From an optimization exercise on the open Yosys and OpenROAD flow, aimed at small area, a short achievable clock period and few clock cycles per item; shortcuts taken in it are not production practice.
RTL that was checked went through simulation tests only; none was proved equivalent to the original.

==> job 3545 <==
// anc_top
module anc_top (
    input  logic                  clk,
    input  logic                  rstn,
    input  logic                  head_flag,
    input  anc_data_pkg::sample_t buffer_2,
    input  anc_data_pkg::sample_t buffer_3,
    input  anc_data_pkg::sample_t reff,
    output anc_data_pkg::sample_t dout,
    output logic                  busy
);
Settings: LEC_CHECK=0, CAP_MARGIN=20, CORE_MARGIN=2, CORE_UTILIZATION=40, SLEW_MARGIN=20; clock period 13.5 ns.
run.sh (not shown) runs the stock make flow with config.mk's settings and CLKGATE_MAP_FILE= SYNTH_SCRIPT=/design/flow/synth_recipe.tcl, a recipe that flattens the netlist after the stock synthesis.
==> job 3601 (differences from job 3545) <==
--- a/flow/design.v
+++ b/flow/design.v
@@ -19,13 +19,15 @@
     input  logic        rstn,
     input  logic        head_flag,
     output logic        busy,
     output logic [2:0]  ph,
     output logic [11:0] act,
     output logic        g2,
-    output logic        g3
+    output logic        g3,
+    output logic        fresh,
+    output logic        armed
 );
     logic pend;
     logic go;
     logic start;
     assign go    = (head_flag & ~busy) | pend;
     assign start = go & (ph == 3'd7);
@@ -36,21 +38,25 @@
             ph   <= '0;
             act  <= '0;
             pend <= 1'b0;
             busy <= 1'b0;
             g2   <= 1'b0;
             g3   <= 1'b0;
+            fresh <= 1'b0;
+            armed <= 1'b0;
         end
         else
         begin
             ph   <= ph + 3'd1;
             act  <= {act[10:0], start};
             pend <= go & ~start;
             busy <= (go & ~start) | start | (|act[5:0]);
             g2   <= start | (|act[2:0]);
             g3   <= |act[6:3];
+            fresh <= act[2] | act[6];
+            armed <= armed | (ph == 3'd7);
         end
     end
 endmodule
 `timescale 1ns/1ps
 module sample_line (
     input  logic                  clk,
@@ -60,36 +66,33 @@
     input  anc_data_pkg::sample_t buffer_3,
     input  logic                  cap_ref,
     input  logic                  cap_prim,
     input  logic                  shift_en,
     output logic [8*14-1:0]       line,
     output anc_data_pkg::sample_t rnew,
-    output anc_data_pkg::sample_t prim_2,
-    output anc_data_pkg::sample_t prim_3
+    output anc_data_pkg::sample_t p_cur
 );
+    anc_data_pkg::sample_t p3_hold;
     always_ff @(posedge clk or negedge rstn)
     begin
         if (!rstn)
+            line <= '0;
+        else if (shift_en)
+            line <= {line[7*14-1:0], rnew};
+    end
+    always_ff @(posedge clk)
+    begin
+        if (cap_ref)
+            rnew <= reff;
+        if (cap_prim)
         begin
-            line   <= '0;
-            rnew   <= '0;
-            prim_2 <= '0;
-            prim_3 <= '0;
-        end
-        else
-        begin
-            if (cap_ref)
-                rnew <= reff;
-            if (shift_en)
-                line <= {line[7*14-1:0], rnew};
-            if (cap_prim)
-            begin
-                prim_2 <= buffer_2;
-                prim_3 <= buffer_3;
-            end
+            p_cur   <= buffer_2;
+            p3_hold <= buffer_3;
         end
+        else if (shift_en)
+            p_cur <= p3_hold;
     end
 endmodule
 module booth_enc (
     input  logic        en,
     input  logic [13:0] x,
     output logic [6:0]  n,
@@ -3191,39 +3194,41 @@
     output logic                  busy
 );
     localparam int AW = anc_data_pkg::ACC_BITS;
     logic [2:0]  ph;
     logic [11:0] act;
     logic        g2, g3;
+    logic        fresh;
+    logic        armed;
     frame_sequencer u_sequencer (
         .clk       (clk),
         .rstn      (rstn),
         .head_flag (head_flag),
         .busy      (busy),
         .ph        (ph),
         .act       (act),
         .g2        (g2),
-        .g3        (g3)
+        .g3        (g3),
+        .fresh     (fresh),
+        .armed     (armed)
     );
     logic [8*14-1:0]       line;
     anc_data_pkg::sample_t rnew;
-    anc_data_pkg::sample_t prim_2;
-    anc_data_pkg::sample_t prim_3;
+    anc_data_pkg::sample_t p_sel;
     sample_line u_sample_line (
         .clk      (clk),
         .rstn     (rstn),
         .reff     (reff),
         .buffer_2 (buffer_2),
         .buffer_3 (buffer_3),
         .cap_ref  (act[0]),
         .cap_prim (act[6]),
         .shift_en (act[7]),
         .line     (line),
         .rnew     (rnew),
-        .prim_2   (prim_2),
-        .prim_3   (prim_3)
+        .p_cur    (p_sel)
     );
     logic [13:0] xl [8];
     always_comb
     begin
         for (int i = 0; i < 8; i++)
             xl[i] = line[i*14 +: 14];
@@ -3282,53 +3287,48 @@
         ua_n <= ua_n_n; ua_o <= ua_o_n; ua_t <= ua_t_n;
         ub_n <= ub_n_n; ub_o <= ub_o_n; ub_t <= ub_t_n;
         fa_n <= fa_n_n; fa_o <= fa_o_n; fa_t <= fa_t_n;
         fb_n <= fb_n_n; fb_o <= fb_o_n; fb_t <= fb_t_n;
     end
     logic [47:0] q [7];           
-    logic [33:0] upd_s [2];       
-    logic [33:0] upd_c [2];
+    logic [23:0] upd_s [2];       
+    logic [23:0] upd_c [2];       
+    logic        upd_k [2];
     anc_data_pkg::err_t e_2, e_3;
     logic [14:0] e_sel;
     logic [33:0] us0, uc0, us1, uc1;
+    logic [10:0] lo0, lo1;
     assign e_sel = ({15{g2}} & e_2) | ({15{g3}} & e_3);
     lms_upd_tree u_upd0 (.w(q[6][23:0]),  .e(e_sel), .xn(ua_n), .x1(ua_o), .x2(ua_t), .s(us0), .c(uc0));
     lms_upd_tree u_upd1 (.w(q[6][47:24]), .e(e_sel), .xn(ub_n), .x1(ub_o), .x2(ub_t), .s(us1), .c(uc1));
-    logic [33:0] wsum0, wsum1;
-    assign wsum0 = upd_s[0] + upd_c[0];
-    assign wsum1 = upd_s[1] + upd_c[1];
-    always_ff @(posedge clk or negedge rstn)
+    assign lo0 = {1'b0, us0[9:0]} + {1'b0, uc0[9:0]};
+    assign lo1 = {1'b0, us1[9:0]} + {1'b0, uc1[9:0]};
+    logic [24:0] wsum0, wsum1;
+    assign wsum0 = {upd_s[0], 1'b1} + {upd_c[0], upd_k[0]};
+    assign wsum1 = {upd_s[1], 1'b1} + {upd_c[1], upd_k[1]};
+    always_ff @(posedge clk)
     begin
-        if (!rstn)
-        begin
-            for (int i = 0; i < 7; i++)
-                q[i] <= '0;
-            upd_s[0] <= '0;
-            upd_c[0] <= '0;
-            upd_s[1] <= '0;
-            upd_c[1] <= '0;
-        end
-        else
-        begin
-            upd_s[0] <= us0;
-            upd_c[0] <= uc0;
-            upd_s[1] <= us1;
-            upd_c[1] <= uc1;
-            q[0] <= {wsum1[33:10], wsum0[33:10]};
-            for (int i = 1; i < 7; i++)
-                q[i] <= q[i-1];
-        end
+        upd_s[0] <= us0[33:10];
+        upd_c[0] <= uc0[33:10];
+        upd_k[0] <= lo0[10];
+        upd_s[1] <= us1[33:10];
+        upd_c[1] <= uc1[33:10];
+        upd_k[1] <= lo1[10];
+    end
+    always_ff @(posedge clk)
+    begin
+        q[0] <= armed ? {wsum1[24:1], wsum0[24:1]} : 48'd0;
+        for (int i = 1; i < 7; i++)
+            q[i] <= q[i-1];
     end
     logic [AW-1:0] f0, f1, f2, fr0, fr1, fr2, acc_s, acc_c, a_s, a_c, n_s, n_c;
-    logic          fresh;
     lms_fir_tree u_fir (
         .w0(q[0][23:0]),  .an(fa_n), .a1(fa_o), .a2(fa_t),
         .w1(q[0][47:24]), .bn(fb_n), .b1(fb_o), .b2(fb_t),
         .r0(f0), .r1(f1), .r2(f2)
     );
-    assign fresh = act[3] | act[7];
     assign a_s   = fresh ? '0 : acc_s;
     assign a_c   = fresh ? '0 : acc_c;
     lms_acc_tree u_acc (.r0(fr0), .r1(fr1), .r2(fr2), .s(a_s), .c(a_c), .so(n_s), .co(n_c));
     always_ff @(posedge clk)
     begin
         fr0   <= f0;
@@ -3339,13 +3339,12 @@
     end
     logic [AW-1:0]         acc;
     logic signed [AW-13:0] yv;
     logic                  sat_hi, sat_lo;
     anc_data_pkg::sample_t y_new;
     anc_data_pkg::sample_t y_2, y_3;
-    anc_data_pkg::sample_t p_sel;
     anc_data_pkg::err_t    e_new, e_hi, e_lo;
     logic [AW-1:0]         ep, es, ec, esum;
     assign acc    = acc_s + acc_c;
     assign yv     = acc[AW-1:12];
     assign sat_hi = ~yv[AW-13] & (|yv[AW-14:13]);
     assign sat_lo =  yv[AW-13] & ~(&yv[AW-14:13]);
@@ -3355,13 +3354,12 @@
             y_new = anc_data_pkg::sample_t'(anc_data_pkg::SAMPLE_MAX);
         else if (sat_lo)
             y_new = anc_data_pkg::sample_t'(anc_data_pkg::SAMPLE_MIN);
         else
             y_new = yv[13:0];
     end
-    assign p_sel = act[7] ? prim_2 : prim_3;
     assign e_hi  = anc_data_pkg::err_t'(p_sel) - anc_data_pkg::err_t'(anc_data_pkg::SAMPLE_MAX);
     assign e_lo  = anc_data_pkg::err_t'(p_sel) - anc_data_pkg::err_t'(anc_data_pkg::SAMPLE_MIN);
     assign ep   = {{(AW-26){p_sel[13]}}, p_sel, 12'hfff};
     assign es   = ep ^ ~acc_s ^ ~acc_c;
     assign ec   = {((ep[AW-2:0] & ~acc_s[AW-2:0]) | (ep[AW-2:0] & ~acc_c[AW-2:0]) | (~acc_s[AW-2:0] & ~acc_c[AW-2:0])), 1'b0};
     assign esum = es + ec + AW'(2);
==> summary of the runs <==
Job 3545 passed the timing, design-rule and antenna checks. Job 3601 ran to the end with no violations. Sequential share of layout area: job 3601 is lower than job 3545 (2.5 points). Setup slack: job 3545 is worse than job 3601 (0.34 ns). In job 3601 the critical path depth is lower than in job 3545, by 3. In job 3601 the worst hold slack is worse than in job 3545, by 0.048 ns. Of job 3545 and job 3601, job 3545 has the higher synthesized area (gap 5.8%, measured against job 3601).
Testbench counts of job 3545, summed over its fixed seeds: cycles 10,288, frames 1,280.
The RTL of job 3601 was laid out without a check of its function.

==> afterwards: timing with drivers on the ports <==
How much do the figures lean on ideal ports? The routed layouts below were timed once more, with nothing changed but the port constraints. Step 1: set_driving_cell puts a clkbuf_16 on clk and a buf_2 on each other input, an assumption about the parent block. Step 2 also shifts input and output timing later by t, the mid clock arrival at the registers, as if the neighbouring blocks saw the same clock. Three values: ideal ports, drivers, drivers and shift; two values: the first two.
run	t, ns	slack for setup (ns)	worst setup path at the end	clock arrival spread, ns
job 3545	0.812	8.313 / 8.313 / 8.313	register to register	0.040 / 0.041
job 3601	0.800	8.657 / 8.657 / 8.657	register to register	0.090 / 0.090
After both steps every run listed still meets setup and hold.
